From an optimization exercise on the open Yosys and OpenROAD flow, aimed at small area, a short achievable clock period and few clock cycles per item; shortcuts taken in it are not production practice.
RTL that was checked went through simulation tests only; none was proved equivalent to the original.
Function not checked in runs 1 to 4: the RTL went through the layout flow alone.
Power is estimated from default activity; no workload was simulated.

===== flow/run.sh =====
#!/bin/bash
# synth_recipe.tcl (not shown) runs the flow's synth.tcl, then flattens the netlist and writes it again
# the make line also repeats each setting of config.mk as NAME=value (left out here)
make -C /OpenROAD-flow-scripts/flow DESIGN_CONFIG=/design/flow/config.mk WORK_HOME=/design/flow/orfs CLKGATE_MAP_FILE= SYNTH_SCRIPT=/design/flow/synth_recipe.tcl finish

===== flow/config.mk =====
export PLATFORM = sky130hd
export DESIGN_NAME = fc_layer_mac
export DESIGN_NICKNAME = fc_layer_mac
export VERILOG_FILES = /design/flow/design.v
export SDC_FILE = /design/flow/constraint.sdc
export NUM_CORES = 4
export LEC_CHECK = 0
export ABC_CLOCK_PERIOD_IN_PS = 3000
export CAP_MARGIN = 20
export CORE_MARGIN = 2
export CORE_UTILIZATION = 40
export SETUP_SLACK_MARGIN = 5
export SLEW_MARGIN = 20

===== flow/design.v =====
module fc_layer_mac #(
    parameter int IN_DIM      = 256,
    parameter int OUT_DIM     = 32,
    parameter int IN_W        = 8,
    parameter int W_W         = 8,
    parameter int ACC_W       = 32,
    parameter int OUT_SHIFT   = 7,
    parameter int BIAS_LSHIFT = 7,
    parameter int RELU        = 1,
    parameter int OUT_W       = 8,
    parameter int WA_W        = $clog2(IN_DIM * OUT_DIM),
    parameter int BA_W        = (OUT_DIM > 1) ? $clog2(OUT_DIM) : 1
) (
    input  logic                    clk,
    input  logic                    rst_n,
    input  logic                    in_valid,
    output logic                    in_ready,
    input  logic signed [IN_W-1:0]  in_data,
    output logic [WA_W-1:0]         w_addr,
    input  logic signed [W_W-1:0]   w_q,
    output logic [BA_W-1:0]         b_addr,
    input  logic signed [W_W-1:0]   b_q,
    output logic                    out_valid,
    input  logic                    out_ready,
    output logic signed [OUT_W-1:0] out_data,
    output logic [BA_W-1:0]         out_idx,
    output logic                    out_last,
    output logic                    busy
);
    localparam int CNT_W = $clog2(IN_DIM);
    localparam int SW    = 23;
    localparam logic [CNT_W-1:0] LAST_I = CNT_W'(IN_DIM - 1);
    localparam logic [BA_W-1:0]  LAST_O = BA_W'(OUT_DIM - 1);
    localparam logic [BA_W-1:0]  PH_AMUL = BA_W'(1);   
    localparam logic [BA_W-1:0]  PH_ADD  = BA_W'(2);   
    localparam logic [BA_W-1:0]  PH_TAP  = BA_W'(4);   
    logic [BA_W-1:0]  oa;         
    logic [CNT_W-1:0] ia;         
    logic             pact0;      
    logic             pfirst0;    
    logic [BA_W-1:0]  ba_q;       
    logic                   a_valid;
    logic                   a_rdy;     
    logic signed [IN_W-1:0] a_data;
    logic                   a_last;    
    logic [3:0]             bd_one;    
    logic [3:0]             bd_two;
    logic [3:0]             bd_neg;
    logic signed [W_W-1:0]  w_r;
    logic signed [W_W-1:0]  b_r;
    logic signed [11:0]     ph_lo;     
    logic signed [12:0]     ph_hi;     
    logic                   pact_x;
    logic                   pfirst_x;
    logic [SW-1:0]          ring [OUT_DIM];
    logic             vec_fin;    
    logic [BA_W-1:0]  ext_idx;    
    logic [1:0]       owed;       
    logic             busy_q;
    logic             ov_q;
    logic [OUT_W-1:0] od_q;
    logic [BA_W-1:0]  oi_q;
    logic             ol_q;
    logic in_fire;
    logic out_fire;
    logic start;
    logic consume;
    logic take;
    logic            tap_match;
    logic [SW-1:0]   base;
    logic [SW-1:0]   sum;
    logic [OUT_W-1:0] res;
    assign in_fire  = in_valid & a_rdy;
    assign out_fire = out_ready & ov_q;
    assign start    = (oa == LAST_O) & a_valid & ~vec_fin;
    assign consume  = (oa == PH_AMUL) & pact0;
    always_ff @(posedge clk or negedge rst_n) begin
        if (!rst_n) begin
            oa      <= LAST_O - BA_W'(1);
            ia      <= LAST_I;
            pact0   <= 1'b0;
            pfirst0 <= 1'b0;
            vec_fin <= 1'b0;
        end else begin
            oa <= oa + BA_W'(1);
            if (oa == LAST_O) begin
                pact0 <= start;
                if (start) begin
                    ia      <= ia + CNT_W'(1);
                    pfirst0 <= (ia == LAST_I);
                end
            end
            if (start && a_last) begin
                vec_fin <= 1'b1;
            end else if (take && ext_idx == LAST_O) begin
                vec_fin <= 1'b0;
            end
        end
    end
    always_ff @(posedge clk) begin
        ba_q <= oa;
    end
    always_ff @(posedge clk or negedge rst_n) begin
        if (!rst_n) begin
            a_valid <= 1'b0;
            a_rdy   <= 1'b1;
        end else if (in_fire) begin
            a_valid <= 1'b1;
            a_rdy   <= 1'b0;
        end else if (consume) begin
            a_valid <= 1'b0;
            a_rdy   <= 1'b1;
        end
    end
    always_ff @(posedge clk) begin
        if (a_rdy) begin
            a_data <= in_data;
            a_last <= (ia == LAST_I - CNT_W'(1));
        end
        if (oa == PH_AMUL) begin
            for (int k = 0; k < 4; k++) begin
                bd_one[k] <= a_data[2*k] ^ ((k == 0) ? 1'b0 : a_data[2*k-1]);
                bd_two[k] <= (a_data[2*k+1] & ~a_data[2*k] & ~((k == 0) ? 1'b0 : a_data[2*k-1]))
                           | (~a_data[2*k+1] & a_data[2*k] & ((k == 0) ? 1'b0 : a_data[2*k-1]));
                bd_neg[k] <= a_data[2*k+1] & ~(a_data[2*k] & ((k == 0) ? 1'b0 : a_data[2*k-1]));
            end
        end
    end
    function automatic logic signed [9:0] bpp(input logic one, input logic two,
                                              input logic neg,
                                              input logic signed [7:0] w);
        logic signed [9:0] m;
        m = one ? {{2{w[7]}}, w} : two ? {w[7], w, 1'b0} : 10'sd0;
        bpp = m ^ {10{neg}};
    endfunction
    logic signed [11:0] pp0, pp1;
    logic signed [12:0] pp2, pp3;
    assign pp0 = bpp(bd_one[0], bd_two[0], bd_neg[0], w_r);
    assign pp1 = bpp(bd_one[1], bd_two[1], bd_neg[1], w_r);
    assign pp2 = bpp(bd_one[2], bd_two[2], bd_neg[2], w_r);
    assign pp3 = bpp(bd_one[3], bd_two[3], bd_neg[3], w_r);
    always_ff @(posedge clk) begin
        w_r   <= w_q;
        b_r   <= b_q;
        ph_lo <= pp0 + (pp1 <<< 2) + {9'd0, bd_neg[1], 1'b0, bd_neg[0]};
        ph_hi <= pp2 + (pp3 <<< 2) + {10'd0, bd_neg[3], 1'b0, bd_neg[2]} + 13'sd1016;
    end
    always_ff @(posedge clk or negedge rst_n) begin
        if (!rst_n) begin
            pact_x   <= 1'b0;
            pfirst_x <= 1'b0;
        end else if (oa == PH_ADD) begin
            pact_x   <= pact0;
            pfirst_x <= pact0 & pfirst0;
        end
    end
    assign base = pfirst_x ? {{(SW-W_W-BIAS_LSHIFT){1'b0}}, ~b_r[W_W-1], b_r[W_W-2:0], {BIAS_LSHIFT{1'b0}}}
                           : ring[OUT_DIM-1];
    assign sum  = pact_x ? base + SW'(ph_lo) + (SW'(ph_hi) << 4) : base;
    always_ff @(posedge clk) begin
        ring[0] <= sum;
        for (int k = 1; k < OUT_DIM; k++) begin
            ring[k] <= ring[k-1];
        end
    end
    always_comb begin
        if (ring[0][SW-1]) begin
            res = {1'b0, {(OUT_W-1){1'b1}}};
        end else if (&ring[0][SW-2:OUT_SHIFT+OUT_W-1]) begin
            res = {1'b0, ring[0][OUT_SHIFT+OUT_W-2:OUT_SHIFT]};
        end else begin
            res = '0;
        end
    end
    assign take  = vec_fin & tap_match & (~ov_q | out_ready);
    always_ff @(posedge clk or negedge rst_n) begin
        if (!rst_n) begin
            ext_idx   <= '0;
            tap_match <= 1'b0;
            ov_q      <= 1'b0;
            owed    <= 2'd0;
            busy_q  <= 1'b0;
        end else begin
            if (take) begin
                ext_idx <= ext_idx + BA_W'(1);
            end
            tap_match <= take | (oa - (PH_TAP - BA_W'(1)) == ext_idx);
            if (take) begin
                ov_q <= 1'b1;
            end else if (out_ready) begin
                ov_q <= 1'b0;
            end
            case ({in_fire & (ia == LAST_I - CNT_W'(1)), out_fire & ol_q})
                2'b10: begin owed <= owed + 2'd1; busy_q <= 1'b1; end
                2'b01: begin owed <= owed - 2'd1; busy_q <= (owed != 2'd1); end
                default: ;
            endcase
        end
    end
    always_ff @(posedge clk) begin
        if (take) begin
            od_q <= res;
            oi_q <= ext_idx;
            ol_q <= (ext_idx == LAST_O);
        end
    end
    assign in_ready  = a_rdy;
    assign w_addr    = {oa, ia};
    assign b_addr    = ba_q;
    assign out_valid = ov_q;
    assign out_data  = od_q;
    assign out_idx   = oi_q;
    assign out_last  = ol_q;
    assign busy      = busy_q;
endmodule

===== flow/constraint.sdc =====
create_clock -name core_clock -period 9.0 [get_ports {clk}]
set_input_delay 1.8000 -clock core_clock [delete_from_list [all_inputs] [get_ports {clk}]]
set_output_delay 1.8000 -clock core_clock [all_outputs]
set_load 0.01 [all_outputs]

==> reports/metrics.csv, run 1 <==
stage,metric,value,unit
cts,TritonCTS clock tree,yes,
placement,Post-Place Cells,2255,
grt,initial antenna violation count,0,
detailed_routing,drt pass-1 iters,5,
layout,synthesis-to-layout area growth,18.1,%
floorplanning,CORE AREA,55000,um^2
floorplanning,I/O pin count,63,
yosys,Syn Nets,1602,
floorplanning,die area,57400,um^2
layout,layout cells sized above 1,0.115,
cts,Post-CTS Setup Repair Bufs,0,
layout,storage element area,17400,um^2
sta,Final period util,0.413,
sta,"Slew Viols, Final",0,
placement,pre-CTS WS,5140,ps
yosys,mapped cell area,22200,um^2
sta,RSZ-0062 raised after global routing,no,
floorplanning,Die Y,240,um
setup_path,reg2reg setup slack,5350,ps
setup_path,kind of critical path,register to output port,
yosys,Post-synth ARST share,0.0355,
floorplanning,Die Width,240,um
yosys,Synth Flop Type,dfxtp_1,
detailed_routing,DR iter-0 viols,353,
sta,Setup TNS Final,0,ps
sta,post-layout min period,3720,ps
sta,Slew Limit Headroom,0.385,
cts,CTS Sinks,846,
cts,cts hold-fix bufs,0,
yosys,Synth top area share,0.705,
detailed_routing,DR DRC count,0,
sta,clk_skew,17.4,ps
worst_hold_path,hold path startpoint,ring[21][5]$_DFF_P_,
pwr,Lkg Pwr,10.9,nW
sta,Hold Slack,316,ps
cts,CTS buffer count,77,
grt,grt ovf,0,
yosys,Post-Syn Area per Cell,15.0,um^2
cts,"Reg clk slew, reported paths",60,ps
setup_path,"Critical Path, Cell by Cell",clkdlybuf4s50_1,
setup_path,Levels on crit path,1,
yosys,Post-synth EDFFs,34,
cts,H-tree depth,3,
detailed_routing,via count,10100,
yosys,cell taking the most area after synthesis,dfxtp_1,
grt,first-pass GRT wire length,52400,um
yosys,Post-Synthesis Cells,1477,
yosys,"top cells by area, synth","dfxtp_1, edfxtp_1, ha_1, dfrtp_1, xnor2_1",
setup_path,FF-to-FF Start,pfirst_x$_DFFE_PN0N_,
yosys,number of synthesized register bits,846,
sta,final hold viol count,0,
setup_path,CP required,7200,ps
setup_path,CP startpoint,a_rdy$_DFFE_PN1P_,
placement,Placer Congestion,0.833,
setup_path,type of origin of the critical path,register,
setup_path,Critical Path Fanout Max,13,
sta,endpoints failing setup,0,
placement,port bufs,61,
cts,post-cts sizing count,0,
placement,Post-DP HPWL,20100,um
floorplanning,standard-cell rows,86,
worst_hold_path,Worst Hold Depth,0,
layout,final core occ,0.477,
worst_hold_path,Hold WC Path Type,register to register,
sta,Fmax achieved,0.269,GHz
cts,Clock Tree Buf Depth,3,
layout,"commonest non-fill, non-tap cell in the layout",dfxtp_1,
layout,antenna cells,0,
layout,multi-input combinational cell area,4460,um^2
run,Max Cap Viol,0,
layout,final-layout fill cell count,4757,
yosys,yosys warns,2,
setup_path,CP arrival,1920,ps
status,outcome,finished clean,
setup_path,Worst Reg-to-Reg Cells,11,
setup_path,Worst path max stage delay,720,ps
setup_path,Top delay family on crit path,flip-flops,
cts,clk root buf,clkbuf_16,
pwr,maximum VDD drop,0.000159,V
detailed_routing,antenna-violating nets left,0,
floorplanning,Initial Util,0.404,
pwr,pwr dens,315,nW/um^2
layout,post-route cell area,26200,um^2
sta,Worst Slack Setup Final,5280,ps
placement,placed inst area,23600,um^2
grt,GRT Total Usage,0.116,
cts,clk latency of the worst-skew pair,610,ps
sta,Tightest Pin Transition,922,ps
pwr,Power Total,8.26,mW
layout,most frequent cells in the layout,"dfxtp_1, clkbuf_16, ha_1",
grt,largest net degree at the start of global routing,31,
setup_path,worst path bufs/invs,1,
layout,Non-Filler Instances,2394,
grt,vias in the first global route,10300,
detailed_routing,final WL,31800,um
yosys,sequential fraction of the synthesis area,0.786,
setup_path,CP endpoint kind,output port,
detailed_routing,WL per Instance,13.3,um
detailed_routing,vias per inst,4.20,
layout,Final nets,1711,
yosys,Synth cell types,65,
setup_path,critical path's slowest cell,dfstp_2,
==> cells in the mapped netlist, drive strengths merged (3+ instances only) <==
| library cell | number |
|---|---|
| dfxtp | 782 |
| a211oi | 5 |
| and3 | 8 |
| nand2 | 68 |
| buf | 9 |
| nor2b | 23 |
| a21boi | 4 |
| mux2 | 24 |
| ha | 78 |
| nand3b | 5 |
| a22oi | 11 |
| a22o | 4 |
| o21ai | 46 |
| nand3 | 9 |
| mux2i | 3 |
| nand2b | 6 |
| nand4 | 8 |
| dfstp | 13 |
| xor2 | 44 |
| dfrtp | 17 |
| xnor2 | 44 |
| a31oi | 5 |
| o211ai | 3 |
| a21o | 23 |
| o21bai | 6 |
| a21oi | 49 |
| or2 | 4 |
| clkbuf | 24 |
| nor3 | 6 |
| inv | 39 |
| a2111oi | 3 |
| nor2 | 26 |
| edfxtp | 34 |
| fa | 19 |
==> where the power goes <==
part,internal (mW),switching (mW)
clock,1.90,1.32
combinational,0.229,0.253
sequential,4.38,0.176
total,6.51,1.75
==> worst paths after layout <==
check / endpoint
min reg2reg: ring[22][5]$_DFF_P_
min in group asynchronous: ext_idx[3]$_DFFE_PN0P_
max in group asynchronous: a_rdy$_DFFE_PN1P_
min: ring[22][5]$_DFF_P_
max reg2reg: ring[0][22]$_DFF_P_
max: in_ready
==> metal layers <==
metal / track usage / share of wire / up-vias
li1: - / - / 5102
met1: 0.163 / 0.52 / 4713
met2: 0.165 / 0.41 / 180
met3: 0.0345 / 0.047 / 67
met4: 0.0472 / 0.027 / 0
met5: 0 / 0 / -
==> cell families after synthesis <==
kind of cell	after synthesis	share of synthesized area
and+or+nand+nor	174	0.0390
adders and majority gates	97	0.0611
xor gates and xnor gates	88	0.0347
buffers and inverters	72	0.0133
muxes	27	0.0139
AOI/OAI and AO/OA	172	0.0519
DFF	846	0.786
other	1	0.000169
==> area by class of cell <==
class                   count  share of cell area
clock buffers             115              0.0906
clock inverters            24             0.00854
inverters                  39             0.00558
multi-input cells         559               0.170
flip-flops and latches    846               0.665
well taps                 748              0.0357
repair buffers             63              0.0239
==> registers in the layout (all words and copies together), names as in the netlist, 2 cells and up <==
register	cells
oa	5
bd_two	4
bd_one	4
owed	2
ba_q	5
b_r	8
ph_lo	12
ext_idx	5
w_r	8
ia	8
od_q	7
oi_q	5
bd_neg	4
ph_hi	13
ring	736
a_data	8
==> inputs of run 2 (changes only) <==
--- a/flow/config.mk
+++ b/flow/config.mk
@@ -6,8 +6,6 @@
 export NUM_CORES = 4
 export LEC_CHECK = 0
-export ABC_CLOCK_PERIOD_IN_PS = 3000
 export CAP_MARGIN = 20
 export CORE_MARGIN = 2
 export CORE_UTILIZATION = 40
-export SETUP_SLACK_MARGIN = 5
 export SLEW_MARGIN = 20
==> run 2 against run 1 <==
  * Synthesized cell count unchanged
  * Hold slack unchanged
  * Worst setup slack unchanged
  * Combinational power about the same
  * Clock skew unchanged
  * Wire length unchanged
  * Critical path depth unchanged
  * Largest cell class unchanged
==> reports/metrics.csv, run 2 <==
stage,metric,value,unit,change
detailed_routing,DR DRC count,0,,unchanged
cts,cts hold-fix bufs,0,,unchanged
grt,largest net degree at the start of global routing,31,,unchanged
cts,TritonCTS clock tree,yes,,unchanged
grt,GRT Total Usage,0.116,,unchanged
yosys,yosys warns,2,,unchanged
setup_path,type of origin of the critical path,register,,unchanged
grt,vias in the first global route,10300,,unchanged
cts,CTS Sinks,846,,unchanged
yosys,Post-Syn Area per Cell,15.0,um^2,unchanged
yosys,Post-synth EDFFs,34,,unchanged
layout,layout cells sized above 1,0.115,,unchanged
sta,endpoints failing setup,0,,unchanged
yosys,Synth cell types,65,,unchanged
layout,antenna cells,0,,unchanged
cts,Post-CTS Setup Repair Bufs,0,,unchanged
layout,most frequent cells in the layout,"dfxtp_1, clkbuf_16, ha_1",,unchanged
cts,CTS buffer count,77,,unchanged
layout,max reg flops,736,,unchanged
detailed_routing,DR iter-0 viols,353,,unchanged
setup_path,CP endpoint kind,output port,,unchanged
floorplanning,die area,57400,um^2,unchanged
sta,Tightest Pin Transition,922,ps,unchanged
sta,final hold viol count,0,,unchanged
floorplanning,Die Width,240,um,unchanged
detailed_routing,WL per Instance,13.3,um,unchanged
setup_path,CP arrival,1920,ps,about the same
sta,Final period util,0.413,,unchanged
status,outcome,finished clean,,unchanged
setup_path,"Critical Path, Cell by Cell",clkdlybuf4s50_1,,unchanged
pwr,Lkg Pwr,10.9,nW,unchanged
sta,Fmax achieved,0.269,GHz,unchanged
detailed_routing,vias per inst,4.20,,unchanged
pwr,pwr dens,315,nW/um^2,unchanged
setup_path,Top delay family on crit path,flip-flops,,unchanged
floorplanning,CORE AREA,55000,um^2,unchanged
setup_path,worst path bufs/invs,1,,unchanged
floorplanning,Initial Util,0.404,,unchanged
cts,"Reg clk slew, reported paths",60,ps,about the same
layout,final-layout fill cell count,4757,,unchanged
yosys,"count leader, synth",dfxtp_1,,unchanged
yosys,Post-Synthesis Cells,1477,,unchanged
cts,clk latency of the worst-skew pair,610,ps,about the same
sta,clk_skew,17.4,ps,unchanged
yosys,"top cells by area, synth","dfxtp_1, edfxtp_1, ha_1, dfrtp_1, xnor2_1",,unchanged
detailed_routing,antenna-violating nets left,0,,unchanged
floorplanning,Die Y,240,um,unchanged
detailed_routing,final WL,31800,um,unchanged
layout,Final nets,1711,,unchanged
placement,Post-DP HPWL,20100,um,unchanged
layout,"commonest non-fill, non-tap cell in the layout",dfxtp_1,,unchanged
floorplanning,standard-cell rows,86,,unchanged
yosys,Synth top area share,0.705,,unchanged
cts,post-cts sizing count,0,,unchanged
yosys,number of synthesized register bits,846,,unchanged
cts,clk root buf,clkbuf_16,,unchanged
layout,synthesis-to-layout area growth,18.1,%,unchanged
detailed_routing,via count,10100,,unchanged
sta,Slew Limit Headroom,0.385,,unchanged
worst_hold_path,Hold WC Path Type,register to register,,unchanged
sta,RSZ-0062 raised after global routing,no,,unchanged
setup_path,critical path's slowest cell,dfstp_2,,unchanged
sta,"Slew Viols, Final",0,,unchanged
cts,Clock Tree Buf Depth,3,,unchanged
yosys,sequential fraction of the synthesis area,0.786,,unchanged
grt,first-pass GRT wire length,52400,um,unchanged
yosys,mapped cell area,22200,um^2,unchanged
sta,Hold Slack,316,ps,unchanged
yosys,Post-synth ARST share,0.0355,,unchanged
placement,port bufs,61,,unchanged
run,Max Cap Viol,0,,unchanged
yosys,Syn Nets,1602,,unchanged
layout,Biggest register,ring,,unchanged
sta,post-layout min period,3720,ps,unchanged
layout,Largest regs,"ring x736, ph_hi x13, ph_lo x12",,unchanged
grt,grt ovf,0,,unchanged
detailed_routing,drt pass-1 iters,5,,unchanged
pwr,maximum VDD drop,0.000159,V,unchanged
yosys,Synth Flop Type,dfxtp_1,,unchanged
yosys,synth cell count leaders,"dfxtp_1, ha_1, nand2_1, xnor2_1, xor2_1",,unchanged
yosys,cell taking the most area after synthesis,dfxtp_1,,unchanged
pwr,Power Total,8.26,mW,unchanged
setup_path,CP required,7200,ps,about the same
sta,Setup TNS Final,0,ps,unchanged
setup_path,kind of critical path,register to output port,,unchanged
placement,Placer Congestion,0.833,,unchanged
cts,H-tree depth,3,,unchanged
floorplanning,I/O pin count,63,,unchanged
setup_path,Critical Path Fanout Max,13,,unchanged
grt,initial antenna violation count,0,,unchanged
setup_path,Worst path max stage delay,720,ps,about the same
[run 2: cell counts in the layout (fill, tap and decap cells not counted)]
Identical to the previous run, type by type.
[run 2: through the flow]
stage / cell area (um^2) / setup slack (ps) / utilization / instances
finish: 26200 / 5280 / 0.477 / 2394
global route: 26200 / 5160 / 0.477 / 2394
CTS: 26200 / 5230 / 0.477 / 2394
detailed placement: 23600 / 5140 / 0.429 / 2255
global placement: 23600 / 5150 / 0.429 / 2255
floorplan: 22200 / 5690 / - / 1477
[run 2: report_power, final]
group | switching, mW | leakage (nW) | internal (mW) | total [mW]
logic | 0.253 | 2.53 | 0.229 | 0.482
clock network | 1.32 | 1.30 | 1.90 | 3.22
registers | 0.176 | 7.09 | 4.38 | 4.55
[run 2: kinds of logic after synthesis]
logic type,Yosys count,share of synthesized area
xor gates and xnor gates,88,0.0347
AOI/OAI and AO/OA,172,0.0519
buffers and inverters,72,0.0133
adders and majority gates,97,0.0611
DFF,846,0.786
other,1,0.000169
muxes,27,0.0139
and+or+nand+nor,174,0.0390
[run 2: path summary, 6_finish.rpt]
kind                                       from                endpoint  slack (ps)  cells past startpoint
max                           a_rdy$_DFFE_PN1P_                in_ready        5280                      1
min                         ring[21][5]$_DFF_P_     ring[22][5]$_DFF_P_         320                      0
max reg2reg                pfirst_x$_DFFE_PN0N_     ring[0][22]$_DFF_P_        5350                     11
min reg2reg                 ring[21][5]$_DFF_P_     ring[22][5]$_DFF_P_         320                      0
max in group asynchronous                 rst_n       a_rdy$_DFFE_PN1P_        7060                      2
min in group asynchronous                 rst_n  ext_idx[3]$_DFFE_PN0P_        1610                      2
[run 2: area by class of cell]
class                           instances  area (um^2)  area share
Clock buffer                          115         2380      0.0906
Clock inverter                         24          224     0.00854
Inverter                               39          146     0.00558
Multi-Input combinational cell        559         4460       0.170
Sequential cell                       846        17400       0.665
Tap cell                              748          936      0.0357
Timing Repair Buffer                   63          626      0.0239
[run 2: routing by layer]
| layer | global-route usage | part of all wire | vias to the layer above |
|---|---|---|---|
| met4 | 0.0472 | 0.027 | 0 |
| li1 | - | - | 5102 |
| met1 | 0.163 | 0.52 | 4713 |
| met5 | 0 | 0 | - |
| met3 | 0.0345 | 0.047 | 67 |
| met2 | 0.165 | 0.41 | 180 |
==> inputs of run 3 (changes only) <==
==> flow/flow/run.sh (new file) <==
#!/bin/bash
# Own layout flow: the standard ORFS flow (standard.sh), unchanged synthesis,
# with the extra ORFS make variables listed in flow/knobs.txt (timing-repair
# effort). Each tool's output stays in orfs/logs; make's own output goes to
# run_standard.log in this folder.
set -euo pipefail
KNOBS=$(grep -v '^#' flow/knobs.txt | tr '\n' ' ')
bash standard.sh $KNOBS finish > run_standard.log 2>&1
==> flow/flow/knobs.txt (new file) <==
SETUP_SLACK_MARGIN=6.3
==> flow/standard.sh (new file) <==
#!/bin/bash
# synth_recipe.tcl (not shown) runs the flow's synth.tcl, then flattens the netlist and writes it again
# the make line also repeats each setting of config.mk as NAME=value (left out here)
make -C /OpenROAD-flow-scripts/flow DESIGN_CONFIG=/design/flow/config.mk WORK_HOME=/design/flow/orfs CLKGATE_MAP_FILE= SYNTH_SCRIPT=/design/flow/synth_recipe.tcl "${@:-finish}"
removed: flow/run.sh
==> run 3 against run 2 <==
  * Still clean on timing, DRC and antenna
  * Cell count is 4.1% higher
  * Worst setup slack better by 520 ps
  * Synthesized area did not move
  * Combinational power rose by 57%
  * Fmax grew 16%
  * Critical path type is now register to register
  * Critical endpoint is now ring[0][22]$_DFF_P_
  * Highest routed layer is now met5
==> reports/metrics.csv, run 3 <==
stage,metric,value,unit,change
sta,Setup TNS Final,0,ps,unchanged
layout,Final nets,1809,,"was 1,711"
grt,grt ovf,0,,unchanged
floorplanning,die area,57400,um^2,unchanged
cts,clk root buf,clkbuf_16,,unchanged
setup_path,reg2reg setup slack,5800,ps,was 5350 ps
detailed_routing,antenna-violating nets left,0,,unchanged
cts,cts hold-fix bufs,0,,unchanged
sta,"Slew Viols, Final",0,,unchanged
sta,endpoints failing setup,0,,unchanged
cts,CTS buffer count,78,,was 77
yosys,yosys warns,2,,unchanged
placement,Placer Congestion,0.793,,was 0.833
yosys,Synth cell types,65,,unchanged
setup_path,kind of critical path,register to register,,was register to output port
layout,"commonest non-fill, non-tap cell in the layout",dfxtp_1,,unchanged
pwr,Lkg Pwr,11.5,nW,was 10.9 nW
placement,placed inst area,23800,um^2,"was 23,600 um^2"
yosys,Post-synth EDFFs,34,,unchanged
run,Max Cap Viol,0,,unchanged
setup_path,CP endpoint kind,register,,was output port
pwr,pwr dens,308,nW/um^2,was 315 nW/um^2
sta,final hold viol count,0,,unchanged
setup_path,type of origin of the critical path,register,,unchanged
sta,Slew Limit Headroom,0.560,,was 0.385
cts,clk latency of the worst-skew pair,620,ps,was 610 ps
detailed_routing,WL per Instance,13.9,um,was 13.3 um
grt,vias in the first global route,10900,,"was 10,300"
cts,CTS Sinks,846,,unchanged
cts,TritonCTS clock tree,yes,,unchanged
detailed_routing,DR iter-0 viols,382,,was 353
yosys,cell taking the most area after synthesis,dfxtp_1,,unchanged
worst_hold_path,Worst Hold Depth,0,,unchanged
detailed_routing,DR DRC count,0,,unchanged
worst_hold_path,Hold WC Path Type,register to register,,unchanged
yosys,sequential fraction of the synthesis area,0.786,,unchanged
sta,clk_skew,25.0,ps,was 17.4 ps
yosys,Synth top area share,0.705,,unchanged
yosys,post-synthesis xor/xnor area fraction,0.0347,,unchanged
layout,antenna cells,0,,unchanged
yosys,post-synthesis mux area share,0.0139,,unchanged
sta,Fmax achieved,0.313,GHz,was 0.269 GHz
sta,post-layout min period,3200,ps,was 3720 ps
detailed_routing,drt pass-1 iters,5,,unchanged
floorplanning,Die Width,240,um,unchanged
yosys,"top cells by area, synth","dfxtp_1, edfxtp_1, ha_1, dfrtp_1, xnor2_1",,unchanged
floorplanning,I/O pin count,63,,unchanged
cts,"Reg clk slew, reported paths",60,ps,about the same
grt,first-pass GRT wire length,56700,um,"was 52,400 um"
grt,initial antenna violation count,3,,was 0
floorplanning,standard-cell rows,86,,unchanged
setup_path,FF-to-FF Start,pfirst_x$_DFFE_PN0N_,,unchanged
yosys,number of synthesized register bits,846,,unchanged
layout,synthesis-to-layout area growth,25.5,%,was 18.1%
floorplanning,CORE AREA,55000,um^2,unchanged
layout,post-route cell area,27800,um^2,"was 26,200 um^2"
sta,RSZ-0062 raised after global routing,yes,,was no
sta,Final period util,0.355,,was 0.413
yosys,synth cell count leaders,"dfxtp_1, ha_1, nand2_1, xnor2_1, xor2_1",,unchanged
yosys,Post-Syn Area per Cell,15.0,um^2,unchanged
setup_path,Critical Path Fanout Max,6,,was 13
placement,Post-DP HPWL,20700,um,"was 20,100 um"
detailed_routing,vias per inst,4.23,,was 4.20
detailed_routing,via count,10500,,"was 10,100"
grt,largest net degree at the start of global routing,31,,unchanged
setup_path,Worst Reg-to-Reg Cells,13,,was 11
setup_path,CP required,9550,ps,was 7200 ps
grt,GRT Total Usage,0.126,,was 0.116
layout,layout cells sized above 1,0.249,,was 0.115
layout,max reg flops,736,,unchanged
yosys,Syn Nets,1602,,unchanged
yosys,Post-Synthesis Cells,1477,,unchanged
layout,Largest regs,"ring x736, ph_hi x13, ph_lo x12",,unchanged
yosys,"count leader, synth",dfxtp_1,,unchanged
sta,Tightest Pin Transition,657,ps,was 922 ps
placement,port bufs,61,,unchanged
pwr,Power Total,8.57,mW,was 8.26 mW
yosys,Synth Flop Type,dfxtp_1,,unchanged
yosys,complex-gate fraction of the synthesized area,0.0519,,unchanged
yosys,post-synthesis adder-cell area fraction,0.0611,,unchanged
cts,Clock Tree Buf Depth,3,,unchanged
yosys,Simple-Gate Fraction of Synth Area,0.0390,,unchanged
setup_path,Setup crit end,ring[0][22]$_DFF_P_,,was in_ready
yosys,Post-synth ARST share,0.0355,,unchanged
setup_path,RR Endpoint,ring[0][22]$_DFF_P_,,unchanged
layout,most frequent cells in the layout,"dfxtp_1, clkbuf_16, buf_4",,"was dfxtp_1, clkbuf_16, ha_1"
setup_path,CP startpoint,pfirst_x$_DFFE_PN0N_,,was a_rdy$_DFFE_PN1P_
floorplanning,Die Y,240,um,unchanged
yosys,mapped cell area,22200,um^2,unchanged
pwr,maximum VDD drop,0.000170,V,was 0.000159 V
detailed_routing,final WL,34600,um,"was 31,800 um"
yosys,largest family of logic cells by synthesized area,adder cells,,unchanged
setup_path,CP arrival,3750,ps,was 1920 ps
cts,H-tree depth,3,,unchanged
status,outcome,finished clean,,unchanged
floorplanning,Initial Util,0.404,,unchanged
layout,Biggest register,ring,,unchanged
worst_hold_path,hold path startpoint,ring[12][11]$_DFF_P_,,was ring[21][5]$_DFF_P_
==> run 3: cell counts after synthesis <==
Identical to the previous run, type by type.
==> run 3: how the worst min path moves through the flow <==
stage	end
floorplan	ring[10][0]$_DFF_P_
finish	ring[13][11]$_DFF_P_
global route	ring[12][22]$_DFF_P_
detailed placement	ring[4][14]$_DFF_P_
global placement	ring[9][18]$_DFF_P_
CTS	ring[13][8]$_DFF_P_
==> run 3: cell type report <==
class                           count  area [um^2]
Clock buffer                      111         2280
Fill cell                        4562        27100
Clock inverter                     30          334
Timing Repair Buffer              159         1430
Multi-Input combinational cell    560         5260
Inverter                           39          149
Sequential cell                   846        17500
Tap cell                          748          936
==> run 3: metrics by stage <==
step                hold slack, ps  cells   util  worst slack, ps
finish                         313   2493  0.506             5800
global route                   323   2493  0.506             5690
CTS                            316   2470  0.498             5810
detailed placement             312   2256  0.432             5250
global placement               310   2256  0.432             5320
floorplan                      310   1477      -             6020
==> run 3: cells by family after synthesis <==
logic type,Yosys count
AOI/OAI and AO/OA,172
other,1
buffers and inverters,72
DFF,846
xor gates and xnor gates,88
adders and majority gates,97
and+or+nand+nor,174
muxes,27
==> run 3: what timing repair did <==
action	in CTS	in global routing
gates cloned	2	0
gates resized for setup	269	67
pin swaps	67	54
setup endpoints to repair	76	70
setup buffers	71	23
==> run 3: worst max-delay path, stage by stage, from the launching register on <==
cell	delay, ps
dfrtp_2	420
buf_12	140
buf_12	130
mux2_4	310
fa_1	520
ha_4	240
a21oi_4	200
buf_4	140
a21oi_2	50
a311oi_2	270
a21oi_2	140
mux2_4	330
o21ai_2	120
xnor2_1	120
==> run 3: per-layer routing <==
layer | share of wire | GRT usage | vias to the layer above
li1 | - | - | 5303
met1 | 0.48 | 0.166 | 4972
met2 | 0.43 | 0.190 | 197
met3 | 0.058 | 0.0390 | 74
met5 | 0.00038 | 0 | -
met4 | 0.030 | 0.0589 | 2
==> run 3: power by group <==
group | total [mW] | internal (mW) | switching [mW]
logic | 0.756 | 0.385 | 0.372
registers | 4.57 | 4.38 | 0.192
clock network | 3.24 | 1.90 | 1.34
total | 8.57 | 6.66 | 1.91
==> inputs of run 4 (changes only) <==
==> flow/flow/knobs.txt (replaced) <==
SETUP_SLACK_MARGIN=5.8
==> run 4 against run 3 <==
  * First-iteration DRC count rose by 6.5%
  * Flip-flop and latch count did not move
  * Utilization fell by 1.7 points
  * Final area fell by 3.3%
  * Total power fell by 0.20%
  * Still clean on timing, DRC and antenna
  * Fmax rose by 1.2%
  * Die area did not move
  * Clock-buffer cell count rose by 4
  * Largest power group unchanged
  * Synthesized cell count did not move
  * Global-route usage fell by 0.50 points
  * Sequential power barely moved
==> reports/metrics.csv, run 4 <==
stage,metric,value,unit,change
status,outcome,finished clean,,unchanged
sta,Tightest Pin Transition,657,ps,about the same
setup_path,"Critical Path, Cell by Cell",clkdlybuf4s15_2,,was buf_12 > buf_12 > mux2_4 > fa_1 > ha_4 > a21oi_4 > buf_4 > a21oi_2 > a311oi_2 > a21oi_2 > mux2_4 > o21ai_2 > xnor2_1
sta,post-layout min period,3160,ps,was 3200 ps
yosys,mapped cell area,22200,um^2,unchanged
placement,pre-CTS WS,5100,ps,was 5250 ps
setup_path,Levels on crit path,1,,was 13
layout,layout cells sized above 1,0.171,,was 0.249
sta,Slew Limit Headroom,0.561,,was 0.560
setup_path,worst path bufs/invs,1,,was 3
sta,Fmax achieved,0.317,GHz,was 0.313 GHz
layout,most frequent cells in the layout,"dfxtp_1, clkbuf_16, nand2_1, ha_1",,"was dfxtp_1, clkbuf_16, buf_4"
floorplanning,standard-cell rows,86,,unchanged
yosys,synth cell count leaders,"dfxtp_1, ha_1, nand2_1, xnor2_1, xor2_1",,unchanged
cts,H-tree depth,3,,unchanged
sta,Final period util,0.351,,was 0.355
cts,cts hold-fix bufs,0,,unchanged
yosys,Post-synth EDFFs,34,,unchanged
cts,clk root buf,clkbuf_16,,unchanged
sta,Worst Slack Setup Final,5840,ps,was 5800 ps
setup_path,reg2reg setup slack,5880,ps,was 5800 ps
yosys,sequential fraction of the synthesis area,0.786,,unchanged
pwr,pwr dens,317,nW/um^2,was 308 nW/um^2
pwr,Power Total,8.55,mW,was 8.57 mW
setup_path,FF-to-FF Start,pfirst_x$_DFFE_PN0N_,,unchanged
yosys,Synth Flop Type,dfxtp_1,,unchanged
setup_path,Critical Path Fanout Max,2,,was 6
cts,CTS buffer count,79,,was 78
yosys,Synth top area share,0.705,,unchanged
setup_path,type of origin of the critical path,register,,unchanged
setup_path,CP required,7200,ps,was 9550 ps
layout,Non-Filler Instances,2446,,"was 2,493"
worst_hold_path,hold path startpoint,ring[30][1]$_DFF_P_,,was ring[12][11]$_DFF_P_
grt,largest net degree at the start of global routing,31,,unchanged
sta,final hold viol count,0,,unchanged
layout,final-layout fill cell count,4673,,"was 4,562"
grt,grt ovf,0,,unchanged
sta,"Slew Viols, Final",0,,unchanged
detailed_routing,DR iter-0 viols,407,,was 382
layout,max reg flops,736,,unchanged
yosys,Post-Syn Area per Cell,15.0,um^2,unchanged
yosys,Post-Synthesis Cells,1477,,unchanged
layout,final core occ,0.490,,was 0.506
cts,Clock Tree Buf Depth,3,,unchanged
sta,Hold Slack,319,ps,was 313 ps
layout,Largest regs,"ring x736, ph_hi x13, ph_lo x12",,unchanged
sta,Setup TNS Final,0,ps,unchanged
placement,placed inst area,23600,um^2,"was 23,800 um^2"
detailed_routing,via count,10300,,"was 10,500"
yosys,number of synthesized register bits,846,,unchanged
grt,vias in the first global route,10600,,"was 10,900"
cts,"Reg clk slew, reported paths",60,ps,about the same
grt,first-pass GRT wire length,54700,um,"was 56,700 um"
placement,Placer Congestion,0.813,,was 0.793
floorplanning,I/O pin count,63,,unchanged
placement,Post-Place Cells,2255,,"was 2,256"
yosys,cell taking the most area after synthesis,dfxtp_1,,unchanged
setup_path,Worst Reg-to-Reg Cells,11,,was 13
detailed_routing,WL per Instance,13.5,um,was 13.9 um
setup_path,CP endpoint kind,output port,,was register
yosys,Post-synth ARST share,0.0355,,unchanged
cts,TritonCTS clock tree,yes,,unchanged
layout,post-route cell area,26900,um^2,"was 27,800 um^2"
setup_path,kind of critical path,register to output port,,was register to register
layout,Final nets,1756,,"was 1,809"
run,Max Cap Viol,0,,unchanged
worst_hold_path,hold endpoint,ring[31][1]$_DFF_P_,,was ring[13][11]$_DFF_P_
placement,port bufs,61,,unchanged
detailed_routing,vias per inst,4.21,,was 4.23
detailed_routing,DR DRC count,0,,unchanged
setup_path,RR Endpoint,ring[0][21]$_DFF_P_,,was ring[0][22]$_DFF_P_
yosys,Synth cell types,65,,unchanged
yosys,"top cells by area, synth","dfxtp_1, edfxtp_1, ha_1, dfrtp_1, xnor2_1",,unchanged
placement,Post-DP HPWL,19800,um,"was 20,700 um"
grt,GRT Total Usage,0.121,,was 0.126
sta,RSZ-0062 raised after global routing,yes,,unchanged
detailed_routing,drt pass-1 iters,4,,was 5
setup_path,critical path's slowest cell,dfstp_2,,was fa_1
grt,initial antenna violation count,1,,was 3
pwr,Lkg Pwr,11.3,nW,was 11.5 nW
floorplanning,Die Y,240,um,unchanged
layout,synthesis-to-layout area growth,21.4,%,was 25.5%
floorplanning,Initial Util,0.404,,unchanged
sta,clk_skew,10.3,ps,was 25.0 ps
yosys,yosys warns,2,,unchanged
detailed_routing,final WL,33000,um,"was 34,600 um"
floorplanning,Die Width,240,um,unchanged
setup_path,Top delay family on crit path,flip-flops,,was compound AO/OA/AOI/OAI gates
detailed_routing,antenna-violating nets left,0,,unchanged
setup_path,Worst path max stage delay,540,ps,was 520 ps
yosys,Syn Nets,1602,,unchanged
sta,endpoints failing setup,0,,unchanged
setup_path,CP arrival,1360,ps,was 3750 ps
yosys,"count leader, synth",dfxtp_1,,unchanged
cts,clk latency of the worst-skew pair,610,ps,was 620 ps
worst_hold_path,Worst Hold Depth,0,,unchanged
layout,"commonest non-fill, non-tap cell in the layout",dfxtp_1,,unchanged
floorplanning,die area,57400,um^2,unchanged
layout,Biggest register,ring,,unchanged
cts,CTS Sinks,846,,unchanged
worst_hold_path,Hold WC Path Type,register to register,,unchanged
pwr,maximum VDD drop,0.000140,V,was 0.000170 V
floorplanning,CORE AREA,55000,um^2,unchanged
-- run 4: final cells by class --
| type | instances | area [um^2] | area share |
|---|---|---|---|
| Sequential cell | 846 | 17500 | 0.648 |
| Multi-Input combinational cell | 559 | 4690 | 0.174 |
| Clock buffer | 115 | 2370 | 0.0882 |
| Tap cell | 748 | 936 | 0.0347 |
| Timing Repair Buffer | 106 | 905 | 0.0336 |
| Clock inverter | 32 | 430 | 0.0160 |
| Inverter | 39 | 146 | 0.00543 |
| Antenna cell | 1 | 2.50 | 0.0000929 |
-- run 4: worst max path at each step --
stage,startpoint,to
2_1_floorplan,pfirst_x$_DFFE_PN0N_,ring[0][22]$_DFF_P_
3_3_place_gp,out_ready,ext_idx[1]$_DFFE_PN0P_
3_5_place_dp,pfirst_x$_DFFE_PN0N_,ring[0][22]$_DFF_P_
4_1_cts,pfirst_x$_DFFE_PN0N_,ring[0][22]$_DFF_P_
5_1_grt,bd_one[0]$_DFFE_PN_,ph_lo[11]$_DFF_P_
6_report,ia[7]$_DFFE_PN1P_,w_addr[7]
-- run 4: timing repair --
item,4_1_cts,5_1_grt
pin swaps,7,14
resized for setup,90,41
setup buffers,29,14
endpoints found under the setup margin,52,19
-- run 4: per-layer routing --
layer | wire, um | vias up | share of wire | global-route usage
met5 | 0 | - | 0 | 0
met3 | 1720 | 80 | 0.052 | 0.0332
met2 | 13400 | 192 | 0.41 | 0.171
met1 | 16800 | 4843 | 0.51 | 0.173
li1 | - | 5190 | - | -
met4 | 1050 | 0 | 0.032 | 0.0527
-- run 4: logic make-up after synthesis --
logic type,after synthesis,synth area share
buf+inv,72,0.0133
fa+ha+maj,97,0.0611
compound gates,172,0.0519
mux,27,0.0139
other cells,1,0.000169
xor+xnor,88,0.0347
flops,846,0.786
simple gates,174,0.0390
-- run 4: report_power, final --
group	switching, mW	internal [mW]	total [mW]
clock network	1.37	2.06	3.43
logic	0.289	0.278	0.567
registers	0.177	4.38	4.56
total	1.83	6.72	8.55
==> inputs of run 5 (changes only) <==
--- a/flow/design.v
+++ b/flow/design.v
@@ -29,5 +29,6 @@
 );
     localparam int CNT_W = $clog2(IN_DIM);
-    localparam int SW    = 23;
+    localparam int SW    = 24;
+    localparam int PW    = IN_W + W_W;
     localparam logic [CNT_W-1:0] LAST_I = CNT_W'(IN_DIM - 1);
     localparam logic [BA_W-1:0]  LAST_O = BA_W'(OUT_DIM - 1);
@@ -44,11 +45,8 @@
     logic signed [IN_W-1:0] a_data;
     logic                   a_last;    
-    logic [3:0]             bd_one;    
-    logic [3:0]             bd_two;
-    logic [3:0]             bd_neg;
+    logic signed [IN_W-1:0] a_mul;
     logic signed [W_W-1:0]  w_r;
     logic signed [W_W-1:0]  b_r;
-    logic signed [11:0]     ph_lo;     
-    logic signed [12:0]     ph_hi;     
+    logic signed [PW-1:0]   p_r;
     logic                   pact_x;
     logic                   pfirst_x;
@@ -67,5 +65,5 @@
     logic consume;
     logic take;
-    logic            tap_match;
+    logic [BA_W-1:0] tap_n;
     logic [SW-1:0]   base;
     logic [SW-1:0]   sum;
@@ -119,30 +117,11 @@
         end
         if (oa == PH_AMUL) begin
-            for (int k = 0; k < 4; k++) begin
-                bd_one[k] <= a_data[2*k] ^ ((k == 0) ? 1'b0 : a_data[2*k-1]);
-                bd_two[k] <= (a_data[2*k+1] & ~a_data[2*k] & ~((k == 0) ? 1'b0 : a_data[2*k-1]))
-                           | (~a_data[2*k+1] & a_data[2*k] & ((k == 0) ? 1'b0 : a_data[2*k-1]));
-                bd_neg[k] <= a_data[2*k+1] & ~(a_data[2*k] & ((k == 0) ? 1'b0 : a_data[2*k-1]));
-            end
+            a_mul <= a_data;
         end
     end
-    function automatic logic signed [9:0] bpp(input logic one, input logic two,
-                                              input logic neg,
-                                              input logic signed [7:0] w);
-        logic signed [9:0] m;
-        m = one ? {{2{w[7]}}, w} : two ? {w[7], w, 1'b0} : 10'sd0;
-        bpp = m ^ {10{neg}};
-    endfunction
-    logic signed [11:0] pp0, pp1;
-    logic signed [12:0] pp2, pp3;
-    assign pp0 = bpp(bd_one[0], bd_two[0], bd_neg[0], w_r);
-    assign pp1 = bpp(bd_one[1], bd_two[1], bd_neg[1], w_r);
-    assign pp2 = bpp(bd_one[2], bd_two[2], bd_neg[2], w_r);
-    assign pp3 = bpp(bd_one[3], bd_two[3], bd_neg[3], w_r);
     always_ff @(posedge clk) begin
-        w_r   <= w_q;
-        b_r   <= b_q;
-        ph_lo <= pp0 + (pp1 <<< 2) + {9'd0, bd_neg[1], 1'b0, bd_neg[0]};
-        ph_hi <= pp2 + (pp3 <<< 2) + {10'd0, bd_neg[3], 1'b0, bd_neg[2]} + 13'sd1016;
+        w_r <= w_q;
+        b_r <= b_q;
+        p_r <= a_mul * w_r;
     end
     always_ff @(posedge clk or negedge rst_n) begin
@@ -155,7 +134,7 @@
         end
     end
-    assign base = pfirst_x ? {{(SW-W_W-BIAS_LSHIFT){1'b0}}, ~b_r[W_W-1], b_r[W_W-2:0], {BIAS_LSHIFT{1'b0}}}
+    assign base = pfirst_x ? {{(SW-W_W-BIAS_LSHIFT){b_r[W_W-1]}}, b_r, {BIAS_LSHIFT{1'b0}}}
                            : ring[OUT_DIM-1];
-    assign sum  = pact_x ? base + SW'(ph_lo) + (SW'(ph_hi) << 4) : base;
+    assign sum  = base + (pact_x ? {{(SW-PW){p_r[PW-1]}}, p_r} : {SW{1'b0}});
     always_ff @(posedge clk) begin
         ring[0] <= sum;
@@ -166,17 +145,17 @@
     always_comb begin
         if (ring[0][SW-1]) begin
+            res = '0;
+        end else if (|ring[0][SW-2:OUT_SHIFT+OUT_W-1]) begin
             res = {1'b0, {(OUT_W-1){1'b1}}};
-        end else if (&ring[0][SW-2:OUT_SHIFT+OUT_W-1]) begin
+        end else begin
             res = {1'b0, ring[0][OUT_SHIFT+OUT_W-2:OUT_SHIFT]};
-        end else begin
-            res = '0;
         end
     end
-    assign take  = vec_fin & tap_match & (~ov_q | out_ready);
+    assign tap_n = oa - PH_TAP;
+    assign take  = vec_fin & (tap_n == ext_idx) & (~ov_q | out_ready);
     always_ff @(posedge clk or negedge rst_n) begin
         if (!rst_n) begin
-            ext_idx   <= '0;
-            tap_match <= 1'b0;
-            ov_q      <= 1'b0;
+            ext_idx <= '0;
+            ov_q    <= 1'b0;
             owed    <= 2'd0;
             busy_q  <= 1'b0;
@@ -185,5 +164,4 @@
                 ext_idx <= ext_idx + BA_W'(1);
             end
-            tap_match <= take | (oa - (PH_TAP - BA_W'(1)) == ext_idx);
             if (take) begin
                 ov_q <= 1'b1;
==> flow/run.sh (new file) <==
#!/bin/bash
# synth_recipe.tcl (not shown) runs the flow's synth.tcl, then flattens the netlist and writes it again
# the make line also repeats each setting of config.mk as NAME=value (left out here)
make -C /OpenROAD-flow-scripts/flow DESIGN_CONFIG=/design/flow/config.mk WORK_HOME=/design/flow/orfs CLKGATE_MAP_FILE= SYNTH_SCRIPT=/design/flow/synth_recipe.tcl finish
removed: flow/flow/run.sh
removed: flow/flow/knobs.txt
removed: flow/standard.sh
==> run 5 against run 4 <==
  * Synthesized area rose by 1.7%
  * Sequential share of layout area rose by 1.0 points
  * First-iteration DRC count fell by 6.6%
  * Fmax fell by 32%
  * Clock power rose by 3%
  * Cell count fell by 0.20%
  * Clock skew rose by 24 ps
  * Flip-flop and latch count rose by 18
  * Final area rose by 0.17%
  * Register-to-register slack got worse by 1500 ps
  * Hold slack got worse by 14 ps
  * Largest cell class unchanged
==> reports/metrics.csv, run 5 <==
stage,metric,value,unit,change
placement,Placer Congestion,0.788,,was 0.813
yosys,mapped cell area,22600,um^2,"was 22,200 um^2"
setup_path,reg2reg setup slack,4360,ps,was 5880 ps
setup_path,Worst path max stage delay,530,ps,was 540 ps
grt,first-pass GRT wire length,51500,um,"was 54,700 um"
layout,antenna cells,0,,was 1
pwr,Flop pwr share,0.527,,was 0.533
grt,GRT Total Usage,0.113,,was 0.121
floorplanning,Die Width,241,um,was 240 um
layout,most frequent cells in the layout,"dfxtp_1, inv_1, clkbuf_16",,"was dfxtp_1, clkbuf_16, nand2_1, ha_1"
sta,endpoints failing setup,0,,unchanged
yosys,Synth Flop Type,dfxtp_1,,unchanged
sta,post-layout min period,4640,ps,was 3160 ps
floorplanning,CORE AREA,56100,um^2,"was 55,000 um^2"
layout,synthesis-to-layout area growth,19.6,%,was 21.4%
cts,Post-CTS Setup Repair Bufs,0,,was 29
cts,"Reg clk slew, reported paths",70,ps,was 60 ps
cts,CTS buffer count,80,,was 79
cts,cts hold-fix bufs,0,,unchanged
layout,Final nets,1768,,"was 1,756"
floorplanning,Initial Util,0.402,,was 0.404
sta,RSZ-0062 raised after global routing,no,,was yes
sta,Final period util,0.516,,was 0.351
yosys,Post-synth EDFFs,30,,was 34
cts,Clock Tree Buf Depth,3,,unchanged
yosys,yosys warns,2,,unchanged
floorplanning,standard-cell rows,87,,was 86
pwr,Power Total,8.81,mW,was 8.55 mW
grt,grt ovf,0,,unchanged
floorplanning,Die Y,241,um,was 240 um
detailed_routing,WL per Instance,12.8,um,was 13.5 um
layout,layout cells sized above 1,0.109,,was 0.171
yosys,Post-Syn Area per Cell,15.2,um^2,was 15.0 um^2
pwr,Lkg Pwr,11.4,nW,was 11.3 nW
setup_path,critical path's slowest cell,fa_1,,was dfstp_2
floorplanning,I/O pin count,63,,unchanged
yosys,Synth cell types,58,,was 65
floorplanning,die area,58300,um^2,"was 57,400 um^2"
yosys,cell taking the most area after synthesis,dfxtp_1,,unchanged
yosys,Synth top area share,0.714,,was 0.705
setup_path,CP endpoint kind,register,,was output port
cts,post-cts sizing count,0,,was 90
cts,clk root buf,clkbuf_16,,unchanged
layout,"commonest non-fill, non-tap cell in the layout",dfxtp_1,,unchanged
sta,Fmax achieved,0.215,GHz,was 0.317 GHz
layout,Biggest register,ring,,unchanged
detailed_routing,vias per inst,4.05,,was 4.21
cts,clk latency of the worst-skew pair,620,ps,was 610 ps
setup_path,kind of critical path,register to register,,was register to output port
yosys,Post-synth ARST share,0.0336,,was 0.0355
grt,vias in the first global route,10200,,"was 10,600"
yosys,Syn Nets,1631,,"was 1,602"
detailed_routing,antenna-violating nets left,0,,unchanged
yosys,number of synthesized register bits,864,,was 846
detailed_routing,final WL,31100,um,"was 33,000 um"
setup_path,CP arrival,5170,ps,was 1360 ps
sta,clk_skew,34.3,ps,was 10.3 ps
grt,initial antenna violation count,1,,unchanged
grt,largest net degree at the start of global routing,30,,was 31
pwr,Pint,6.88,mW,was 6.72 mW
yosys,synth cell count leaders,"dfxtp_1, inv_1, ha_1, and2_1, fa_1",,"was dfxtp_1, ha_1, nand2_1, xnor2_1, xor2_1"
setup_path,"Critical Path, Cell by Cell",and2_1 > fa_1 > inv_1 > fa_1 > inv_1 > fa_1 > inv_1 > fa_1 > inv_1 > ha_1 > o21ai_0 > a21boi_0 > o21ai_0 > a21oi_1 > mux2_2 > o2111ai_1,,was clkdlybuf4s15_2
pwr,Switching Fraction,0.219,,was 0.215
placement,Post-DP HPWL,19800,um,about the same
run,Max Cap Viol,0,,unchanged
detailed_routing,DR DRC count,0,,unchanged
sta,Slew Limit Headroom,0.313,,was 0.561
pwr,Sw Pwr,1.93,mW,was 1.83 mW
cts,CTS Sinks,864,,was 846
setup_path,type of origin of the critical path,register,,unchanged
cts,H-tree depth,3,,unchanged
sta,final hold viol count,0,,unchanged
yosys,"count leader, synth",dfxtp_1,,unchanged
pwr,clock share of power,0.399,,was 0.401
sta,Tightest Pin Transition,1030,ps,was 657 ps
yosys,sequential fraction of the synthesis area,0.787,,was 0.786
pwr,pwr dens,327,nW/um^2,was 317 nW/um^2
pwr,combinational power share,0.074,,was 0.066
cts,TritonCTS clock tree,yes,,unchanged
setup_path,CP required,9530,ps,was 7200 ps
sta,Setup TNS Final,0,ps,unchanged
placement,port bufs,61,,unchanged
sta,"Slew Viols, Final",0,,unchanged
detailed_routing,drt pass-1 iters,6,,was 4
pwr,maximum VDD drop,0.000202,V,was 0.000140 V
worst_hold_path,Hold WC Path Type,register to register,,unchanged
yosys,Post-Synthesis Cells,1483,,"was 1,477"
status,outcome,finished clean,,unchanged
setup_path,Critical Path Fanout Max,8,,was 2
detailed_routing,via count,9892,,"was 10,300"
layout,Largest regs,"ring x768, p_r x16",,"was ring x736, ph_hi x13, ph_lo x12"
detailed_routing,DR iter-0 viols,380,,was 407
layout,max reg flops,768,,was 736
yosys,"top cells by area, synth","dfxtp_1, fa_1, edfxtp_1, ha_1, inv_1",,"was dfxtp_1, edfxtp_1, ha_1, dfrtp_1, xnor2_1"
-- run 5: worst paths after layout --
check / start / end / depth (start not counted)
min reg2reg: ring[19][2]$_DFF_P_ / ring[20][2]$_DFF_P_ / 0
max: a_mul[3]$_DFFE_PN_ / p_r[14]$_DFF_P_ / 16
min: ring[19][2]$_DFF_P_ / ring[20][2]$_DFF_P_ / 0
max in group asynchronous: rst_n / oa[2]$_DFF_PN1_ / 2
max reg2reg: a_mul[3]$_DFFE_PN_ / p_r[14]$_DFF_P_ / 16
min in group asynchronous: rst_n / ov_q$_DFFE_PN0P_ / 2
-- run 5: through the flow --
| stage | setup WS [ps] | instances | hold slack (ps) | cell area, um^2 | util |
|---|---|---|---|---|---|
| floorplan | 4730 | 1483 | 310 | 22600 | - |
| global placement | 4430 | 2294 | 310 | 24100 | 0.430 |
| detailed placement | 4370 | 2294 | 312 | 24100 | 0.430 |
| CTS | 4370 | 2441 | 302 | 27000 | 0.481 |
| global route | 4020 | 2441 | 304 | 27000 | 0.481 |
| finish | 4360 | 2441 | 305 | 27000 | 0.481 |
-- run 5: cell families after synthesis --
family	Yosys count	share of synthesized area
mux	15	0.00732
compound gates	108	0.0319
other cells	1	0.000166
fa+ha+maj	120	0.0852
buf+inv	130	0.0219
simple gates	191	0.0455
xor+xnor	54	0.0210
flops	864	0.787
-- run 5: critical path, delay by kind of cell, from the launching register on --
kind            cells  cell delay (ps)
fa+ha+maj           5             2380
simple gates        1              230
buf+inv             4              210
flops               1              500
mux                 1              380
compound gates      5              860
-- run 5: metal layers --
layer	vias up	routed length [um]	part of all wire	global-route usage
met5	-	0	0	0
met4	0	903	0.029	0.0453
met3	79	1400	0.045	0.0335
met2	154	13100	0.42	0.171
met1	4675	15700	0.50	0.152
li1	4984	-	-	-
-- run 5: cell type report --
type | count | area [um^2]
clock inverters | 47 | 592
clock buffers | 100 | 2290
multi-input cells | 489 | 4310
repair buffers | 64 | 633
well taps | 756 | 946
fillers | 4807 | 29100
flip-flops and latches | 864 | 17800
inverters | 121 | 454
-- run 5: power by group through the flow --
stage / sequential (mW) / combinational, mW / clock [mW]
2_1_floorplan: 4.66 / 0.510 / 0
3_3_place_gp: 4.71 / 0.652 / 0
3_5_place_dp: 4.73 / 0.658 / 0
4_1_cts: 4.66 / 0.662 / 3.63
5_1_grt: 4.71 / 0.745 / 3.79
6_report: 4.64 / 0.651 / 3.52
Testbench counts of run 5, summed over its fixed seeds: cycles 262,968, vectors 32.

[static timing again, ports no longer ideal]
In the flow no input, the clock included, has a driving cell. The finished layouts below were timed again as built, in two steps. Step 1 sets driving cells, clkbuf_16 on the clock port and buf_2 on the other inputs (assumed; they add their load-dependent delay and slew). Step 2 times the ports against the registers' clock, not the clock port: input delays grow and output delays shrink by t, the midpoint of the rising clock arrivals with the driver on. Three values: ideal, step 1, step 2; two values: the first two.
run	shift t [ns]	slack for setup (ns)	worst setup path after step 2
run 1	0.651	5.285 / 5.229 / 5.351	register to register
run 2	0.651	5.285 / 5.229 / 5.351	register to register
run 3	0.662	5.804 / 5.804 / 5.761	input to register
run 4	0.655	5.842 / 5.788 / 5.489	input to register
run 5	0.655	4.357 / 4.357 / 4.357	register to register
After both steps setup and hold are still met in every run listed. For run 4, which loses most, drivers alone change the setup slack by -0.054 ns; drivers and shift together by -0.353 ns.
